Source: an optimization exercise on an open RTL-to-GDS flow (aim: small area, a short achievable clock period and few clock cycles per item). Production flows keep margins and buffers that such runs may drop. Function was checked by simulation only, so behaviour that the tests miss may differ from the original. Power and IR drop assume default switching activity.

== run A ==
==> flow/design.v (excerpt) <==
module feature_frame_window_buffer_core (
    input  logic       clk,
    input  logic       rst_n,
    input  logic       req_valid,
    output logic       req_ready,
    input  logic [1:0] req_cmd,
    input  logic [3:0] req_coef_index,
    input  logic [4:0] req_frame_offset,
    input  logic [7:0] req_coef_value,
    output logic       res_valid,
    input  logic       res_ready,
    output logic [7:0] res_read_value,
    output logic       res_ready_res,
    output logic       res_filled
);
Settings: LEC_CHECK=0, CAP_MARGIN=20, CORE_MARGIN=2, CORE_UTILIZATION=45, SLEW_MARGIN=20, SYNTH_MEMORY_MAX_BITS=8192; clock period 5.0 ns.
run.sh (not shown) runs the stock make flow with config.mk's settings and CLKGATE_MAP_FILE= SYNTH_SCRIPT=/design/flow/synth_recipe.tcl, a recipe that flattens the netlist after the stock synthesis.
Run A | status: complete | timing, DRC, antenna: pass
Testbench counts of run A, summed over its fixed seeds: cycles 24,024, items 24,000.
Modified inputs, run B compared to run A
# run A
export LEC_CHECK = 0
export CAP_MARGIN = 20
export CORE_MARGIN = 2
export CORE_UTILIZATION = 45
export SLEW_MARGIN = 20
export SYNTH_MEMORY_MAX_BITS = 8192
create_clock -name core_clock -period 5.0 [get_ports {clk}]
# run B
export LEC_CHECK = 0
export CAP_MARGIN = 20
export CORE_MARGIN = 2
export CORE_UTILIZATION = 45
export SETUP_SLACK_MARGIN = 2.7
export SLEW_MARGIN = 20
export SYNTH_MEMORY_MAX_BITS = 8192
create_clock -name core_clock -period 5.0 [get_ports {clk}]
Findings:
- | total of cells resized after clock tree synthesis | lower: run A |
- Measured against run B, the fmax of run A comes out at 0.854 times the reference value.
- Going from run A to run B, layout filler cell count shrank slightly.
- Design area, run B vs run A: up slightly

The RTL this note starts from:
==> flow/design.v <==
package ffwb_pkg;
    localparam int FRAMES     = 32;
    localparam int COEFS      = 16;
    localparam int DEPTH      = FRAMES * COEFS;
    localparam int ADDR_W     = $clog2(DEPTH);
    localparam int PTR_W      = $clog2(FRAMES);
    localparam int CMD_W      = 2;
    localparam int COEF_IDX_W = 4;
    localparam int OFS_W      = 5;
    localparam int VAL_W      = 8;
    localparam int QDEPTH     = 4;
    localparam logic [CMD_W-1:0] CMD_WRITE   = 2'd0;
    localparam logic [CMD_W-1:0] CMD_COMMIT  = 2'd1;
    localparam logic [CMD_W-1:0] CMD_READ    = 2'd2;
    localparam logic [CMD_W-1:0] CMD_CONSUME = 2'd3;
endpackage
module ffwb_ram (
    input  logic        clk,
    input  logic [7:0]  wsel_lo_n,
    input  logic [7:0]  wsel_mid,
    input  logic [7:0]  wsel_hi,
    input  logic [63:0] rsel_lo,
    input  logic [7:0]  rsel_mid,
    input  logic [7:0]  wdata,
    output logic [63:0] blk_data     
);
    logic [4095:0] q;
    logic [7:0] sub [64];
    logic [7:0] blk [8];
    logic [63:0] row_we_n;    
    for (genvar r = 0; r < 64; r++)
    begin : g_row
        assign row_we_n[r] = !(wsel_hi[r / 8] && wsel_mid[r % 8]);
    end
    for (genvar w = 0; w < 512; w++)
    begin : g_word
        always_ff @(posedge clk)
        begin
            if (!(row_we_n[w / 8] || wsel_lo_n[w % 8]))
            begin
                q[w * 8 +: 8] <= wdata;
            end
        end
    end
    always_comb
    begin
        for (int s = 0; s < 64; s++)
        begin
            sub[s] = '0;
            for (int k = 0; k < 8; k++)
            begin
                sub[s] = sub[s] | ({8{rsel_lo[(s / 8) * 8 + k]}} & q[(s * 8 + k) * 8 +: 8]);
            end
        end
        for (int b = 0; b < 8; b++)
        begin
            blk[b] = '0;
            for (int m = 0; m < 8; m++)
            begin
                blk[b] = blk[b] | ({8{rsel_mid[m]}} & sub[b * 8 + m]);
            end
        end
    end
    always_ff @(posedge clk)
    begin
        for (int b = 0; b < 8; b++)
        begin
            blk_data[b * 8 +: 8] <= blk[b];
        end
    end
endmodule
import ffwb_pkg::*;
module ffwb_ctrl (
    input  logic        clk,
    input  logic        rst_n,
    input  logic        accept,
    input  logic [1:0]  cmd,
    input  logic [3:0]  coef_index,
    input  logic [4:0]  frame_offset,
    output logic [7:0]  wsel_lo_n,
    output logic [7:0]  wsel_mid,
    output logic [7:0]  wsel_hi,
    output logic [63:0] rsel_lo,
    output logic [7:0]  rsel_mid,
    output logic        ready_res,
    output logic        filled
);
    logic [4:0] wp;
    logic [4:0] lp1;         
    logic       filled_q;
    logic [4:0] frame;
    logic [8:0] addr;
    logic       rd;
    assign rd    = (cmd == CMD_READ);
    assign frame = rd ? (wp + frame_offset) : wp;
    assign addr  = {frame, coef_index};
    always_ff @(posedge clk or negedge rst_n)
    begin
        if (!rst_n)
        begin
            wp       <= '0;
            lp1      <= 5'd1;
            filled_q <= 1'b0;
        end
        else if (accept)
        begin
            if (cmd == CMD_COMMIT)
            begin
                wp <= wp + 5'd1;
                if (wp == 5'd31)
                begin
                    filled_q <= 1'b1;
                end
            end
            if (cmd == CMD_CONSUME)
            begin
                lp1 <= wp;
            end
        end
    end
    always_ff @(posedge clk)
    begin
        for (int i = 0; i < 8; i++)
        begin
            wsel_lo_n[i] <= (addr[2:0] != 3'(i));
            wsel_mid[i]  <= (addr[5:3] == 3'(i));
            wsel_hi[i]   <= accept && (cmd == CMD_WRITE) && (addr[8:6] == 3'(i));
            rsel_mid[i]  <= rd && (addr[5:3] == 3'(i));
        end
        for (int i = 0; i < 64; i++)
        begin
            rsel_lo[i]   <= ({addr[8:6], addr[2:0]} == 6'(i));
        end
    end
    assign ready_res = filled_q && (wp != lp1);
    assign filled    = filled_q;
endmodule
import ffwb_pkg::*;
module ffwb_out (
    input  logic        clk,
    input  logic        rst_n,
    input  logic        accept,
    input  logic        s1_valid,
    input  logic        s1_ready_res,
    input  logic        s1_filled,
    input  logic [63:0] blk_data,
    output logic        req_ready,
    input  logic        res_ready,
    output logic        res_valid,
    output logic [7:0]  res_read_value,
    output logic        res_ready_res,
    output logic        res_filled
);
    localparam int CW = $clog2(QDEPTH + 1);
    logic          s2_valid;
    logic [1:0]    s2_stat;
    logic [7:0]    s2_val;
    logic [9:0]    s2_res;
    logic [9:0]    qd [QDEPTH];
    logic [QDEPTH-1:0] qv;
    logic [CW-1:0] cnt;
    logic [CW-1:0] cnt_next;
    logic          take;
    logic          ready_q;
    logic [9:0]    head_next;
    logic [9:0]    out_q;
    always_ff @(posedge clk or negedge rst_n)
    begin
        if (!rst_n)
        begin
            s2_valid <= 1'b0;
        end
        else
        begin
            s2_valid <= s1_valid;
        end
    end
    always_ff @(posedge clk)
    begin
        s2_stat    <= {s1_ready_res, s1_filled};
    end
    always_comb
    begin
        s2_val = '0;
        for (int b = 0; b < 8; b++)
        begin
            s2_val = s2_val | blk_data[b * 8 +: 8];
        end
    end
    assign s2_res = {s2_val, s2_stat};
    assign take = qv[0] && res_ready;
    always_ff @(posedge clk or negedge rst_n)
    begin
        if (!rst_n)
        begin
            qv <= '0;
        end
        else
        begin
            for (int i = 0; i < QDEPTH; i++)
            begin
                if (take)
                begin
                    qv[i] <= (i + 1 < QDEPTH && qv[(i + 1) % QDEPTH]) || (s2_valid && qv[i]);
                end
                else
                begin
                    qv[i] <= qv[i] || (s2_valid && (i == 0 || qv[(i + QDEPTH - 1) % QDEPTH]));
                end
            end
        end
    end
    always_ff @(posedge clk)
    begin
        for (int i = 0; i < QDEPTH; i++)
        begin
            if (take)
            begin
                if (i + 1 < QDEPTH && qv[(i + 1) % QDEPTH])
                begin
                    qd[i] <= qd[(i + 1) % QDEPTH];
                end
                else
                begin
                    qd[i] <= s2_res;
                end
            end
            else if (!qv[i] && (i == 0 ? s2_valid : qv[(i + QDEPTH - 1) % QDEPTH]))
            begin
                qd[i] <= s2_res;
            end
        end
    end
    assign head_next = (take && qv[1]) ? qd[1] : s2_res;
    always_ff @(posedge clk)
    begin
        out_q <= (take || !qv[0]) ? head_next : qd[0];
    end
    assign cnt_next = cnt + CW'(accept) - CW'(take);
    always_ff @(posedge clk or negedge rst_n)
    begin
        if (!rst_n)
        begin
            cnt <= '0;
        end
        else
        begin
            cnt <= cnt_next;
        end
    end
    always_ff @(posedge clk)
    begin
        ready_q <= (cnt_next < CW'(QDEPTH));
    end
    assign req_ready      = ready_q;
    assign res_valid      = qv[0];
    assign res_read_value = out_q[9:2];
    assign res_ready_res  = out_q[1];
    assign res_filled     = out_q[0];
endmodule
import ffwb_pkg::*;
module feature_frame_window_buffer_core (
    input  logic       clk,
    input  logic       rst_n,
    input  logic       req_valid,
    output logic       req_ready,
    input  logic [1:0] req_cmd,
    input  logic [3:0] req_coef_index,
    input  logic [4:0] req_frame_offset,
    input  logic [7:0] req_coef_value,
    output logic       res_valid,
    input  logic       res_ready,
    output logic [7:0] res_read_value,
    output logic       res_ready_res,
    output logic       res_filled
);
    logic        accept;
    logic        s1_valid;
    logic [7:0]  s1_wdata;
    logic [7:0]  wsel_lo_n;
    logic [7:0]  wsel_mid;
    logic [7:0]  wsel_hi;
    logic [63:0] rsel_lo;
    logic [7:0]  rsel_mid;
    logic        ready_res;
    logic        filled;
    logic [63:0] blk_data;
    assign accept = req_valid && req_ready;
    always_ff @(posedge clk or negedge rst_n)
    begin
        if (!rst_n)
        begin
            s1_valid <= 1'b0;
        end
        else
        begin
            s1_valid <= accept;
        end
    end
    always_ff @(posedge clk)
    begin
        s1_wdata <= req_coef_value;
    end
    ffwb_ctrl u_ctrl (
        .clk          (clk),
        .rst_n        (rst_n),
        .accept       (accept),
        .cmd          (req_cmd),
        .coef_index   (req_coef_index),
        .frame_offset (req_frame_offset),
        .wsel_lo_n    (wsel_lo_n),
        .wsel_mid     (wsel_mid),
        .wsel_hi      (wsel_hi),
        .rsel_lo      (rsel_lo),
        .rsel_mid     (rsel_mid),
        .ready_res    (ready_res),
        .filled       (filled)
    );
    ffwb_ram u_store (
        .clk       (clk),
        .wsel_lo_n (wsel_lo_n),
        .wsel_mid  (wsel_mid),
        .wsel_hi   (wsel_hi),
        .rsel_lo   (rsel_lo),
        .rsel_mid  (rsel_mid),
        .wdata     (s1_wdata),
        .blk_data  (blk_data)
    );
    ffwb_out u_out (
        .clk            (clk),
        .rst_n          (rst_n),
        .accept         (accept),
        .s1_valid       (s1_valid),
        .s1_ready_res   (ready_res),
        .s1_filled      (filled),
        .blk_data       (blk_data),
        .req_ready      (req_ready),
        .res_ready      (res_ready),
        .res_valid      (res_valid),
        .res_read_value (res_read_value),
        .res_ready_res  (res_ready_res),
        .res_filled     (res_filled)
    );
endmodule
Settings: LEC_CHECK=0, CAP_MARGIN=20, CORE_MARGIN=2, CORE_UTILIZATION=65, CTS_CLUSTER_DIAMETER=80, CTS_CLUSTER_SIZE=24, SETUP_SLACK_MARGIN=2.6, SLEW_MARGIN=20; clock period 5.0 ns.
Testbench counts at the start, summed over its fixed seeds: cycles 24,024, items 24,000.
Rerun with:
CORE_UTILIZATION = 70   (was 65)
SETUP_SLACK_MARGIN = 2.7   (was 2.6)
=>
- wire length goes down slightly
- setup slack gets better by 0.049 ns
- final cell count went down slightly
- count of clock-buffer cells in the layout rose by 11
- cell area grows slightly
- register-to-register slack gains 0.05 ns
- clock power barely changes
Rerun with:
CORE_UTILIZATION = 65   (was 70)
The new run finished with timing, DRC and antenna clean. Utilization falls by 5.1 points. Worst setup slack gets better by 0.038 ns. Wire length rises by a few percent. Via count stays flat. Final cell count rises slightly. Clock-buffer cell count falls by 11. Final area barely changes. Die area rises by a little under a tenth.

-- static timing again, ports no longer ideal --
The results above use ideal ports. As a check the final layouts listed here were re-extracted and re-timed, cells and wires unchanged. Step 1: set_driving_cell puts a clkbuf_16 on clk and a buf_2 on each other input, an assumption about the parent block. Step 2 also shifts input and output timing later by t, the mid clock arrival at the registers, as if the neighbouring blocks saw the same clock. a / b / c = ideal / step 1 / step 2; a / b = the first two.
| run | t (ns) | setup slack, ns | latest minus earliest clock arrival (ns) | cell pins on the clock port's net |
|---|---|---|---|---|
| run A | 1.057 | 1.934 / 1.816 / 1.858 | 0.074 / 0.074 | 1 |
| run B | 1.064 | 2.381 / 2.259 / 1.920 | 0.076 / 0.076 | 1 |
| the first run of note 2 | 0.962 | 2.465 / 2.465 / 1.767 | 0.031 / 0.031 | 1 |
| the second run of note 2 | 0.978 | 2.514 / 2.460 / 1.747 | 0.040 / 0.039 | 1 |
| the third run of note 2 | 0.965 | 2.552 / 2.500 / 1.654 | 0.034 / 0.034 | 1 |
After both steps every run listed still meets setup and hold. The setup slack of the third run of note 2, which loses most, moves by -0.052 ns with the drivers and by -0.898 ns with both steps.
